Source: an optimization exercise on an open RTL-to-GDS flow (aim: small area). Production flows keep margins and buffers that such runs may drop. Only simulation tests tie the RTL to the original design; equivalence was not proved. No activity file was given, so power comes from the tool's default toggle rates.

--- flow/run.sh ---
#!/bin/bash
# Standard ORFS layout with these changes to how cells are chosen:
# - synthesis maps logic with an area-oriented ABC script (flow/abc_map.script)
#   in place of ORFS's speed script; everything else in synthesis is standard,
#   so registers keep the standard synthesis's names and cell types
# - every port gets the smallest buffer (buf_1)
# - clock tree synthesis uses clkbuf_8 over clusters of up to 16 sinks and
#   inserts no dummy loads
# Each step's full output goes to its own log here (synth.log, standard.log)
# and ORFS's per-step logs stay under orfs/logs.
set -euo pipefail
work=$(pwd)
rm -rf "$work/scripts_area"
cp -r "$FLOW_HOME/scripts" "$work/scripts_area"
cp "$work/flow/abc_map.script" "$work/scripts_area/abc_speed.script"
export BUFFER_PORTS_ARGS="-buffer_cell sky130_fd_sc_hd__buf_1"
export CTS_ARGS="-sink_clustering_enable -repair_clock_nets -dont_use_dummy_load -buf_list sky130_fd_sc_hd__clkbuf_4 -sink_clustering_size 9 -sink_clustering_max_diameter 45"
SCRIPTS_DIR="$work/scripts_area" bash standard.sh synth > synth.log 2>&1
bash standard.sh > standard.log 2>&1
--- flow/abc_map.script ---
strash
&get -n
&st
&dch
&nf -a
&st
&syn2
&dch
&nf -a
&st
&syn2
&dch
&nf -a -R 1000
&put
topo
stime -c
--- standard.sh ---
#!/bin/bash
# synth_recipe.tcl (not shown) runs the flow's synth.tcl, then flattens the netlist and writes it again
# the make line also repeats each setting of config.mk as NAME=value (left out here)
make -C /OpenROAD-flow-scripts/flow DESIGN_CONFIG=/design/flow/config.mk WORK_HOME=/design/flow/orfs CLKGATE_MAP_FILE= SYNTH_SCRIPT=/design/flow/synth_recipe.tcl "${@:-finish}"
--- config.mk ---
export PLATFORM = sky130hd
export DESIGN_NAME = soc_ifc_top
export DESIGN_NICKNAME = soc_ifc_top
export VERILOG_FILES = /design/flow/design.v
export SDC_FILE = /design/flow/constraint.sdc
export NUM_CORES = 4
export LEC_CHECK = 0
export CAP_MARGIN = 20
export CORE_MARGIN = 2
export CORE_UTILIZATION = 65
export PLACE_DENSITY = 0.75
export SLEW_MARGIN = 20
--- constraint.sdc ---
create_clock -name core_clock -period 5.0 [get_ports {clk}]
set_input_delay 1.0000 -clock core_clock [delete_from_list [all_inputs] [get_ports {clk}]]
set_output_delay 1.0000 -clock core_clock [all_outputs]
set_load 0.01 [all_outputs]
--- design.v ---
`default_nettype none
package soc_ifc_pkg;
    localparam int DATA_W     = 32;
    localparam int ADDR_W     = 6;
    localparam int FUSE_WORDS = 8;
    localparam int FUSE_SEL_W = $clog2(FUSE_WORDS);
    localparam logic [ADDR_W-1:0] ADDR_FUSE_BASE      = 6'h00;
    localparam logic [ADDR_W-1:0] ADDR_FUSE_WR_DONE   = 6'h08;
    localparam logic [ADDR_W-1:0] ADDR_WDT_T1_EN      = 6'h10;
    localparam logic [ADDR_W-1:0] ADDR_WDT_T1_RESTART = 6'h11;
    localparam logic [ADDR_W-1:0] ADDR_WDT_T1_PERIOD  = 6'h12;
    localparam logic [ADDR_W-1:0] ADDR_WDT_T2_EN      = 6'h13;
    localparam logic [ADDR_W-1:0] ADDR_WDT_T2_RESTART = 6'h14;
    localparam logic [ADDR_W-1:0] ADDR_WDT_T2_PERIOD  = 6'h15;
    localparam logic [ADDR_W-1:0] ADDR_WDT_STATUS     = 6'h16;
    localparam logic [ADDR_W-1:0] ADDR_ERROR_INTR_STS = 6'h17;
    localparam logic [ADDR_W-1:0] ADDR_HW_ERROR_FATAL = 6'h18;
    typedef enum logic [4:0] {
        REG_NONE = 5'd0,
        REG_FUSE,
        REG_FUSE_WR_DONE,
        REG_WDT_T1_EN,
        REG_WDT_T1_RESTART,
        REG_WDT_T1_PERIOD,
        REG_WDT_T2_EN,
        REG_WDT_T2_RESTART,
        REG_WDT_T2_PERIOD,
        REG_WDT_STATUS,
        REG_ERROR_INTR_STS,
        REG_HW_ERROR_FATAL
    } reg_idx_t;
    typedef struct packed {
        logic              req;
        logic              write;
        logic              soc_req;
        logic [ADDR_W-1:0] addr;
        logic [DATA_W-1:0] wdata;
    } soc_ifc_req_t;
    typedef struct packed {
        logic              valid;
        logic              err;
        logic [DATA_W-1:0] rdata;
    } soc_ifc_rsp_t;
    typedef struct packed {
        logic                  valid;
        reg_idx_t              idx;
        logic [FUSE_SEL_W-1:0] fuse_sel;
        logic                  write_en;
        logic                  err;
        logic [DATA_W-1:0]     wdata;
    } reg_op_t;
    typedef struct packed {
        logic              t1_en;
        logic              t2_en;
        logic              t1_restart;
        logic              t2_restart;
        logic [DATA_W-1:0] t1_period;
        logic [DATA_W-1:0] t2_period;
    } wdt_cfg_t;
    typedef struct packed {
        logic t2_timeout;
        logic t1_timeout;
    } wdt_status_t;
endpackage
`default_nettype wire
`timescale 1ns/1ps
`default_nettype none
module soc_ifc_top (
    input  wire                            clk,
    input  wire                            cptra_rst_b,
    input  wire soc_ifc_pkg::soc_ifc_req_t req_i,
    output soc_ifc_pkg::soc_ifc_rsp_t      rsp_o,
    output logic                           fuse_done_o,
    output logic                           error_intr_o,
    output logic                           cptra_error_fatal_o,
    output logic                           nmi_intr_o
);
    logic [4:0]  a1;         
    logic [31:0] wd1;        
    logic        v1, we1, re1;
    logic        done_q;
    logic        mapped, refuse;
    always_comb begin
        mapped = ~req_i.addr[5] & (~req_i.addr[3] | (req_i.addr[2:0] == 3'd0));
        refuse = ~mapped;
        if (req_i.addr[4:0] == 5'h08)
            refuse = refuse | (req_i.write & (~req_i.soc_req | done_q));
        else if (req_i.addr[4:3] == 2'b00)
            refuse = refuse | (req_i.write & done_q);
    end
    always_ff @(posedge clk or negedge cptra_rst_b) begin
        if (!cptra_rst_b) begin
            v1  <= 1'b0;
            we1 <= 1'b0;
            re1 <= 1'b0;
        end else begin
            v1  <= req_i.req;
            we1 <= req_i.req & req_i.write & ~refuse;
            re1 <= req_i.req & ~req_i.write & ~refuse;
        end
    end
    always_ff @(posedge clk) begin
        a1  <= req_i.addr[4:0];
        wd1 <= req_i.wdata;
    end
    function automatic logic wr(input logic [4:0] a);
        wr = we1 & (a1 == a);
    endfunction
    logic [7:0][31:0] fuse_q;
    logic [7:0]       fuse_vld;
    logic [31:0]      p1_q, p2_q;
    logic             p1_vld, p2_vld;
    logic             t1_en_q, t2_en_q;
    logic [1:0]       intr_q;
    logic             fatal_q;
    logic [1:0]       to_q, to_f;
    logic [31:0]      cn1_q, cn2_q;
    logic fuse_wr;
    assign fuse_wr = we1 & (a1[4:3] == 2'b00);
    always_ff @(posedge clk) begin
        for (int w = 0; w < 8; w++)
            if (fuse_wr && a1[2:0] == w[2:0]) fuse_q[w] <= wd1;
        if (wr(5'h12)) p1_q <= wd1;
        if (wr(5'h15)) p2_q <= wd1;
    end
    always_ff @(posedge clk or negedge cptra_rst_b) begin
        if (!cptra_rst_b) begin
            fuse_vld <= '0;
            p1_vld   <= 1'b0;
            p2_vld   <= 1'b0;
            done_q   <= 1'b0;
            t1_en_q  <= 1'b0;
            t2_en_q  <= 1'b0;
        end else begin
            for (int w = 0; w < 8; w++)
                if (fuse_wr && a1[2:0] == w[2:0]) fuse_vld[w] <= 1'b1;
            if (wr(5'h12)) p1_vld <= 1'b1;
            if (wr(5'h15)) p2_vld <= 1'b1;
            if (wr(5'h08)) done_q  <= wd1[0];
            if (wr(5'h10)) t1_en_q <= wd1[0];
            if (wr(5'h13)) t2_en_q <= wd1[0];
        end
    end
    logic [1:0] svc;
    logic       rst1, rst2, fatal_clr;
    assign svc       = {2{wr(5'h17)}} & wd1[1:0];
    assign rst1      = wr(5'h11) & wd1[0];
    assign rst2      = wr(5'h14) & wd1[0];
    assign fatal_clr = wr(5'h18) & wd1[0];
    logic run1, run2, clr1, clr2, ge1, ge2;
    assign run1 = t1_en_q;
    assign clr1 = ~t1_en_q | rst1 | svc[0];
    assign run2 = t2_en_q | to_q[0];
    assign clr2 = ~run2 | rst2 | svc[1];
    logic [32:0] lt1_c, lt2_c;
    always_comb begin
        lt1_c[0] = 1'b0;
        lt2_c[0] = 1'b0;
        for (int i = 0; i < 32; i++) begin
            lt1_c[i+1] = (cn1_q[i] & p1_q[i]) | ((cn1_q[i] | p1_q[i]) & lt1_c[i]);
            lt2_c[i+1] = (cn2_q[i] & p2_q[i]) | ((cn2_q[i] | p2_q[i]) & lt2_c[i]);
        end
    end
    assign ge1 = ~p1_vld | ~lt1_c[32];
    assign ge2 = ~p2_vld | ~lt2_c[32];
    logic cnt1, cnt2;
    assign cnt1 = run1 & ~to_q[0];
    assign cnt2 = run2 & ~to_q[1];
    function automatic logic [31:0] dec_mask(input logic [31:0] cn, input logic lz);
        logic z;
        z = 1'b1;
        for (int i = 0; i < 16; i++) begin
            dec_mask[i] = z;
            z = z & ~cn[i];
        end
        z = lz;
        for (int i = 16; i < 32; i++) begin
            dec_mask[i] = z;
            z = z & ~cn[i];
        end
    endfunction
    logic lz1_q, lz2_q;
    always_ff @(posedge clk) begin
        cn1_q <= {32{clr1}} | (cn1_q ^ ({32{cnt1}} & dec_mask(cn1_q, lz1_q)));
        cn2_q <= {32{clr2}} | (cn2_q ^ ({32{cnt2}} & dec_mask(cn2_q, lz2_q)));
        lz1_q <= ~clr1 & (cnt1 ? (cn1_q[15:0] == 16'h0001) : lz1_q);
        lz2_q <= ~clr2 & (cnt2 ? (cn2_q[15:0] == 16'h0001) : lz2_q);
        to_f  <= to_q;
    end
    logic fatal_cond;
    assign fatal_cond = to_q[1] & ~t2_en_q;
    always_ff @(posedge clk or negedge cptra_rst_b) begin
        if (!cptra_rst_b) begin
            to_q    <= '0;
            intr_q  <= '0;
            fatal_q <= 1'b0;
        end else begin
            to_q[0]   <= ~clr1 & (to_q[0] | (run1 & ge1));
            to_q[1]   <= ~clr2 & (to_q[1] | (run2 & ge2));
            intr_q[0] <= (intr_q[0] & ~svc[0]) | (to_q[0] & ~to_f[0]);
            intr_q[1] <= (intr_q[1] & ~svc[1]) | (to_q[1] & ~to_f[1] & t2_en_q);
            fatal_q   <= (fatal_q & ~fatal_clr) | fatal_cond;
        end
    end
    logic       v2, e2, re2;
    logic [4:0] a2;
    logic [1:0] dyn_q;
    always_ff @(posedge clk or negedge cptra_rst_b) begin
        if (!cptra_rst_b) begin
            v2    <= 1'b0;
            e2    <= 1'b0;
            re2   <= 1'b0;
            dyn_q <= '0;
        end else begin
            v2  <= v1;
            e2  <= v1 & ~we1 & ~re1;
            re2 <= re1;
            dyn_q <= {2{re1}} & ((a1 == 5'h16) ? to_q :
                                 (a1 == 5'h17) ? intr_q :
                                 (a1 == 5'h18) ? {1'b0, fatal_q} : 2'b00);
        end
    end
    always_ff @(posedge clk) a2 <= a1;
    logic [31:0] rdata;
    always_comb begin
        rdata = '0;
        for (int w = 0; w < 8; w++)
            if (re2 && fuse_vld[w] && a2 == w[4:0]) rdata = rdata | fuse_q[w];
        if (re2 && p1_vld && a2 == 5'h12) rdata = rdata | p1_q;
        if (re2 && p2_vld && a2 == 5'h15) rdata = rdata | p2_q;
        rdata[0] = rdata[0] | (re2 & ((a2 == 5'h08 & done_q) | (a2 == 5'h10 & t1_en_q)
                                     | (a2 == 5'h13 & t2_en_q)));
        rdata[1:0] = rdata[1:0] | dyn_q;
    end
    assign rsp_o.valid         = v2;
    assign rsp_o.err           = e2;
    assign rsp_o.rdata         = rdata;
    assign fuse_done_o         = done_q;
    assign error_intr_o        = |intr_q;
    assign cptra_error_fatal_o = fatal_cond;
    assign nmi_intr_o          = fatal_cond;
endmodule
`default_nettype wire
==> results.tsv, run 1 <==
metric	value	unit
WL final	36450	um
share of cells above drive strength 1	0.07751	
EDFF count, synth	320	
Data arrival, critical path	3.39	ns
syn_nets	1076	
status	finished clean	
highest clock rate	227.9	MHz
Max Cap Viol	0	
Syn Area/Cell	15.66	um2
register area share after synthesis	0.7718	
cts bufs inserted	57	
clock share of power	0.275	
CTS tree	yes	
ANT nets after route	0	
cell mode on critical path	and3_1	
Worst-Skew Late Latency	0.72	ns
Starting Density	0.6639	
Slew HR	0.2858	
largest net degree at the start of global routing	35	
area grow syn2layout	8.509	%
Pre-antenna DRT Iters	6	
Net Switching	0.001176	W
sw frac	0.2028	
Final #Nets	1234	
Setup crit start kind	flop	
routed wire length per instance	24.11	um
unrepaired setup endpoints after global routing	no	
Most Used Layer, Global Route	met2	
Mapped Area	16150	um2
die area	26120	um2
grt total ovfl	0	
port buffer count	80	
Netlist cell types	48	
met2 usage	0.4738	
# setup viols final	0	
H-tree depth	2	
DRC Markers	0	
Power Dens Cells	331.0	nW/um2
clk buf depth	3	
worst hold margin	0.2885	ns
Max stage delay on crit path	0.70	ns
largest cells by area after synthesis	edfxtp_1 (60%), dfxtp_1 (14%), dfrtp_1 (4.0%)	
count leader, synth	edfxtp_1	
Gate power share	0.014	
CP cell instances	nor4bb_1 -> and3_1 -> buf_4 -> a222oi_1 -> and3_1 -> nand2_1 -> buf_1	
drt initial violations	1157	
worst hold path type	input port to async pin	
vias per cell	6.694	
VDD IR max	0.2584	mV
post-cts hold buffer count	0	
# resized after CTS	0	
static leakage	5.689	nW
Util after Layout	0.7204	
die height	161.6	um
first-pass GRT wire length	55660	um
grt met1 use	0.3886	
Clock Sinks	456	
prevailing post-synth register cell	edfxtp_1	
asr flop ratio synth	0.05702	
Row Count	57	
slew at the pin closest to its max-slew limit	1.071	ns
GR Util met3	0.05085	
Mapped Cells	1031	
DP HPWL	21650	um
class of the most critical setup path	flop to output pin	
Worst path slowest cell	and3_1	
dpl cell area	17090	um2
antenna violations before repair	1	
Total GRT Usage	0.2834	
vias in the first global route	9729	
dominant cell type by area after synthesis	edfxtp_1	
Tmin final	4.389	ns
IO Pins	81	
Ys Warns	1	
max-slew violation count	0	
die width	161.6	um
GPL Wtd Cong	0.9060	
top cells by count, synth	edfxtp_1 (320), dfxtp_1 (110), nand2_1 (75), a222oi_1 (62), o21ai_0 (54)	
synthesized flop and latch total	456	
fin area	17520	um2
clock transition at the registers of the reported paths	0.10	ns
Final Hold Viols	0	
Fillers	1598	
clock root buffer	clkbuf_4	
P_int	0.004623	W
CP Data Required Time	4.00	ns
CP max FO	14	
Critical Path End Type	output pin	
top-area cell type share of the netlist area	0.5951	
postcts setup bufs	0	
worst clock skew	0.05759	ns
core area	24320	um2
TNS Setup	0	ns
Seq pwr share	0.712	
via count	10121	
Tcrit/Tclk final	0.8777	
-- logic make-up after synthesis --
group,share of synthesized area
simple gates,0.08260
flops,0.7718
mux,0.002092
compound gates,0.1338
xor+xnor,0.004882
buf+inv,0.003255
fa+ha+maj,0.001550
-- layer usage --
| metal | routed length, um | vias to the layer above | part of all wire |
|---|---|---|---|
| met5 | 0 | - | 0 |
| met4 | 835 | 0 | 0.023 |
| met3 | 3254 | 67 | 0.089 |
| met2 | 17910 | 498 | 0.49 |
| met1 | 14450 | 4978 | 0.40 |
| li1 | - | 4578 | - |
-- registers in the layout (all words and copies together) (netlist names), 2 cells and up --
name	flops
cn1_q	32
cn2_q	32
to_f	2
fuse_q	256
a2	5
a1	5
to_q	2
p1_q	32
wd1	32
intr_q	2
p2_q	32
fuse_vld	8
dyn_q	2
-- cells in the final DEF, fill, tap and decap left out, types with 25 or more instances in the layout --
cell type and count:
and3_1 28, a222oi_1 62, nand2_1 75, dfxtp_1 110, dfrtp_1 26, buf_1 80
o21ai_0 54, a21oi_1 32, a22oi_1 51, clkbuf_4 57, a221oi_1 25, edfxtp_1 320
nand3_1 50
-- stage by stage --
step	instances	worst slack (ns)	power (W)
after global routing	1512	0.3237	0.005998
after detailed placement	1454	0.7046	0.004290
final	1512	0.6114	0.005799
after floorplan	1031	0.9957	0.004232
after global placement	1454	0.8134	0.004285
after CTS	1511	0.6342	0.005828
-- cell type report --
class | count | area, um2 | share of cell area
diodes | 1 | 2.502 | 0.0001428
repair buffers | 102 | 478.0 | 0.02728
multi-input cells | 564 | 3715 | 0.2120
clock buffers | 57 | 427.9 | 0.02442
inverters | 8 | 30.03 | 0.001714
flip-flops and latches | 456 | 12460 | 0.7113
well taps | 324 | 405.4 | 0.02314
-- path summary, 6_finish.rpt --
path	from	end	slack [ns]	cells past startpoint
max	a2[2]	rsp_o[13]	0.61	7
min	cptra_rst_b	dyn_q[0]	0.29	2
max reg2reg	t2_en_q	cn2_q[31]	0.70	14
min reg2reg	v1	v2	0.38	0
max in group asynchronous	cptra_rst_b	fuse_vld[0]	4.44	2
min in group core_clock	req_i[20]	wd1[20]	0.36	1
-- worst max-delay path: cells and delay by family, from the launching register on --
family | cells | cell delay (ns)
buffers and inverters | 2 | 0.51
flip-flops | 1 | 0.43
AO/OA/AOI/OAI | 1 | 0.14
AND/OR/NAND/NOR | 4 | 1.61
-- power groups by stage --
stage               logic (W)  clock network [W]  registers [W]
finish              0.0000784            0.00159        0.00413
global route        0.0000862            0.00178        0.00413
CTS                 0.0000785            0.00162        0.00413
detailed placement  0.0000786                  0        0.00421
global placement    0.0000766                  0        0.00421
floorplan           0.0000413                  0        0.00419
==> run 2, diff against run 1 <==
--- a/flow/run.sh
+++ b/flow/run.sh
@@ -5,5 +5,5 @@
 #   so registers keep the standard synthesis's names and cell types
 # - every port gets the smallest buffer (buf_1)
-# - clock tree synthesis uses clkbuf_8 over clusters of up to 16 sinks and
+# - clock tree synthesis uses clkbuf_4 over clusters of up to 9 sinks and
 #   inserts no dummy loads
 # Each step's full output goes to its own log here (synth.log, standard.log)
==> results.tsv, run 2 <==
metric	value	unit	change
CP max FO	14		unchanged
top cells by count, synth	edfxtp_1 (320), dfxtp_1 (110), nand2_1 (75), a222oi_1 (62), o21ai_0 (54)		
die area	26120	um2	unchanged
Pre-antenna DRT Iters	6		unchanged
DP HPWL	21650	um	unchanged
Data arrival, critical path	3.39	ns	about the same
die height	161.6	um	unchanged
Gate power share	0.014		about the same
largest family of logic cells by synthesized area	compound AO/OA/AOI/OAI gates		
synthesized flop and latch total	456		unchanged
status	finished clean		
Max Cap Viol	0		unchanged
Slew HR	0.2858		unchanged
highest clock rate	227.9	MHz	unchanged
crit path to	rsp_o[13]		
Util after Layout	0.7204		unchanged
worst reg2reg path depth	14		unchanged
WL met1	14450	um	unchanged
dpl cell area	17090	um2	unchanged
post-cts hold buffer count	0		unchanged
sw frac	0.2028		unchanged
Seq pwr share	0.712		about the same
area grow syn2layout	8.509	%	unchanged
asr flop ratio synth	0.05702		unchanged
prevailing post-synth register cell	edfxtp_1		
Tmin final	4.389	ns	unchanged
static leakage	5.689	nW	unchanged
Largest Register	fuse_q		
drt initial violations	1157		unchanged
met3 wire len	3254	um	unchanged
commonest non-fill, non-tap cell in the layout	edfxtp_1		
slew at the pin closest to its max-slew limit	1.071	ns	unchanged
Final Hold Viols	0		unchanged
CTS tree	yes		
Row Count	57		unchanged
Synth Area in XOR/XNOR	0.004882		unchanged
clock share of power	0.275		about the same
GPL Wtd Cong	0.9060		unchanged
uppermost layer routed	met4		
cts bufs inserted	57		unchanged
register area share after synthesis	0.7718		unchanged
dominant cell type by area after synthesis	edfxtp_1		
max reg flops	256		unchanged
VDD IR max	0.2584	mV	unchanged
DR WL met2	17910	um	unchanged
grt total ovfl	0		unchanged
flop-to-flop setup slack	0.70	ns	about the same
vias in the first global route	9729		unchanged
# setup viols final	0		unchanged
first-pass GRT wire length	55660	um	unchanged
share of cells above drive strength 1	0.07751		unchanged
antenna violations before repair	1		unchanged
port buffer count	80		unchanged
postcts setup bufs	0		unchanged
FF-to-FF End	cn2_q[31]		
die width	161.6	um	unchanged
IO Pins	81		unchanged
# resized after CTS	0		unchanged
Power Dens Cells	331.0	nW/um2	unchanged
Total GRT Usage	0.2834		unchanged
Layout Cells excl Fill	1512		unchanged
count leader, synth	edfxtp_1		
Critical Path End Type	output pin		
Synth Area in Adders	0.001550		unchanged
EDFF count, synth	320		unchanged
routed wire length per instance	24.11	um	unchanged
vias per cell	6.694		unchanged
Final #Nets	1234		unchanged
clock transition at the registers of the reported paths	0.10	ns	about the same
Crit Reg-Reg Startpoint	t2_en_q		
Setup crit start kind	flop		
CP startpoint	a2[2]		
P_int	0.004623	W	unchanged
largest cells by area after synthesis	edfxtp_1 (60%), dfxtp_1 (14%), dfrtp_1 (4.0%)		
via count	10121		unchanged
Mapped Cells	1031		unchanged
DRC Markers	0		unchanged
unrepaired setup endpoints after global routing	no		
Net Switching	0.001176	W	unchanged
top-area cell type share of the netlist area	0.5951		unchanged
class of the most critical setup path	flop to output pin		
Mapped Area	16150	um2	unchanged
placed insts	1454		unchanged
Netlist cell types	48		unchanged
Worst-Skew Late Latency	0.72	ns	about the same
simple-gate share of the synthesized area	0.08260		unchanged
worst hold path type	input port to async pin		
clock root buffer	clkbuf_4		
TNS Setup	0	ns	unchanged
Ys Warns	1		unchanged
multiplexer share of the synthesized area	0.002092		unchanged
H-tree depth	2		unchanged
WL final	36450	um	unchanged
ANT nets after route	0		unchanged
worst clock skew	0.05759	ns	unchanged
max-slew violation count	0		unchanged
largest net degree at the start of global routing	35		unchanged
Tcrit/Tclk final	0.8777		unchanged
Starting Density	0.6639		unchanged
clk buf depth	3		unchanged
syn_nets	1076		unchanged
commonest non-fill, non-tap cells in the layout	edfxtp_1 (320), dfxtp_1 (110), buf_1 (80)		
Clock Sinks	456		unchanged
core area	24320	um2	unchanged
Syn Area/Cell	15.66	um2	unchanged
fin area	17520	um2	unchanged
post-synthesis compound-gate area fraction	0.1338		unchanged
CP Data Required Time	4.00	ns	about the same
Fillers	1598		unchanged
[run 2: cell counts after synthesis]
Identical to the previous run, type by type.
[run 2: critical path, stage by stage (launching register included)]
cell and delay [ns]:
dfxtp_1 0.43, nor4bb_1 0.62, and3_1 0.70, buf_4 0.36, a222oi_1 0.14, and3_1 0.23
nand2_1 0.06, buf_1 0.15
[run 2: per-stage QoR]
stage	setup WS, ns	power, W	hold slack [ns]
final	0.6114	0.005799	0.2885
after floorplan	0.9957	0.004232	0.3463
after detailed placement	0.7046	0.004290	0.3605
after global routing	0.3237	0.005998	0.2661
after CTS	0.6342	0.005828	0.2441
after global placement	0.8134	0.004285	0.3527
[run 2: worst min path at each step]
stage                endpoint  cells past startpoint
floorplan                  v2                      0
global placement           v2                      0
detailed placement         v2                      0
CTS                  dyn_q[0]                      2
global route        intr_q[0]                      2
finish               dyn_q[0]                      2
[run 2: layout make-up]
cell class | instances | area, um2 | share of cell area
diodes | 1 | 2.502 | 0.0001428
flip-flops and latches | 456 | 12460 | 0.7113
inverters | 8 | 30.03 | 0.001714
repair buffers | 102 | 478.0 | 0.02728
clock buffers | 57 | 427.9 | 0.02442
well taps | 324 | 405.4 | 0.02314
multi-input cells | 564 | 3715 | 0.2120
[run 2: power groups by stage]
stage	logic [W]	registers (W)	clock network, W
after global routing	0.0000862	0.00413	0.00178
after floorplan	0.0000413	0.00419	0
final	0.0000784	0.00413	0.00159
after detailed placement	0.0000786	0.00421	0
after CTS	0.0000785	0.00413	0.00162
after global placement	0.0000766	0.00421	0
[run 2: routing by layer]
metal	up-vias	GRT usage
li1	4578	-
met5	-	0
met3	67	0.05085
met4	0	0.08367
met2	498	0.4738
met1	4978	0.3886
[run 2: logic make-up (layout without fill, tap and decap cells)]
| group | count (synthesis) | count (layout) |
|---|---|---|
| compound gates | 290 | 290 |
| flops | 456 | 456 |
| xor+xnor | 9 | 9 |
| other cells | 0 | 1 |
| buf+inv | 11 | 167 |
| simple gates | 260 | 260 |
| fa+ha+maj | 2 | 2 |
| mux | 3 | 3 |

afterwards: timing with drivers on the ports:
The flow's constraints put no driver on any port. The routed layouts listed below were extracted and timed again, unchanged, in two steps. Step 1: set_driving_cell puts a clkbuf_16 on clk and a buf_2 on each other input, an assumption about the parent block. Step 2 moves the port delays by t, midway between the first and last clock arrival at a register: inputs arrive t later, outputs are due t later. That takes back most of the time a late clock gives input paths. a / b / c = no drivers / after step 1 / after step 2; a / b = the first two.
run	shift t [ns]	slack for setup (ns)	worst hold slack (ns)	clock arrival spread, ns
run 1	0.744	0.611 / 0.567 / 0.704	0.289 / 0.265 / 0.378	0.073 / 0.073
run 2	0.744	0.611 / 0.567 / 0.704	0.289 / 0.265 / 0.378	0.073 / 0.073
After both steps setup and hold are still met in every run listed.
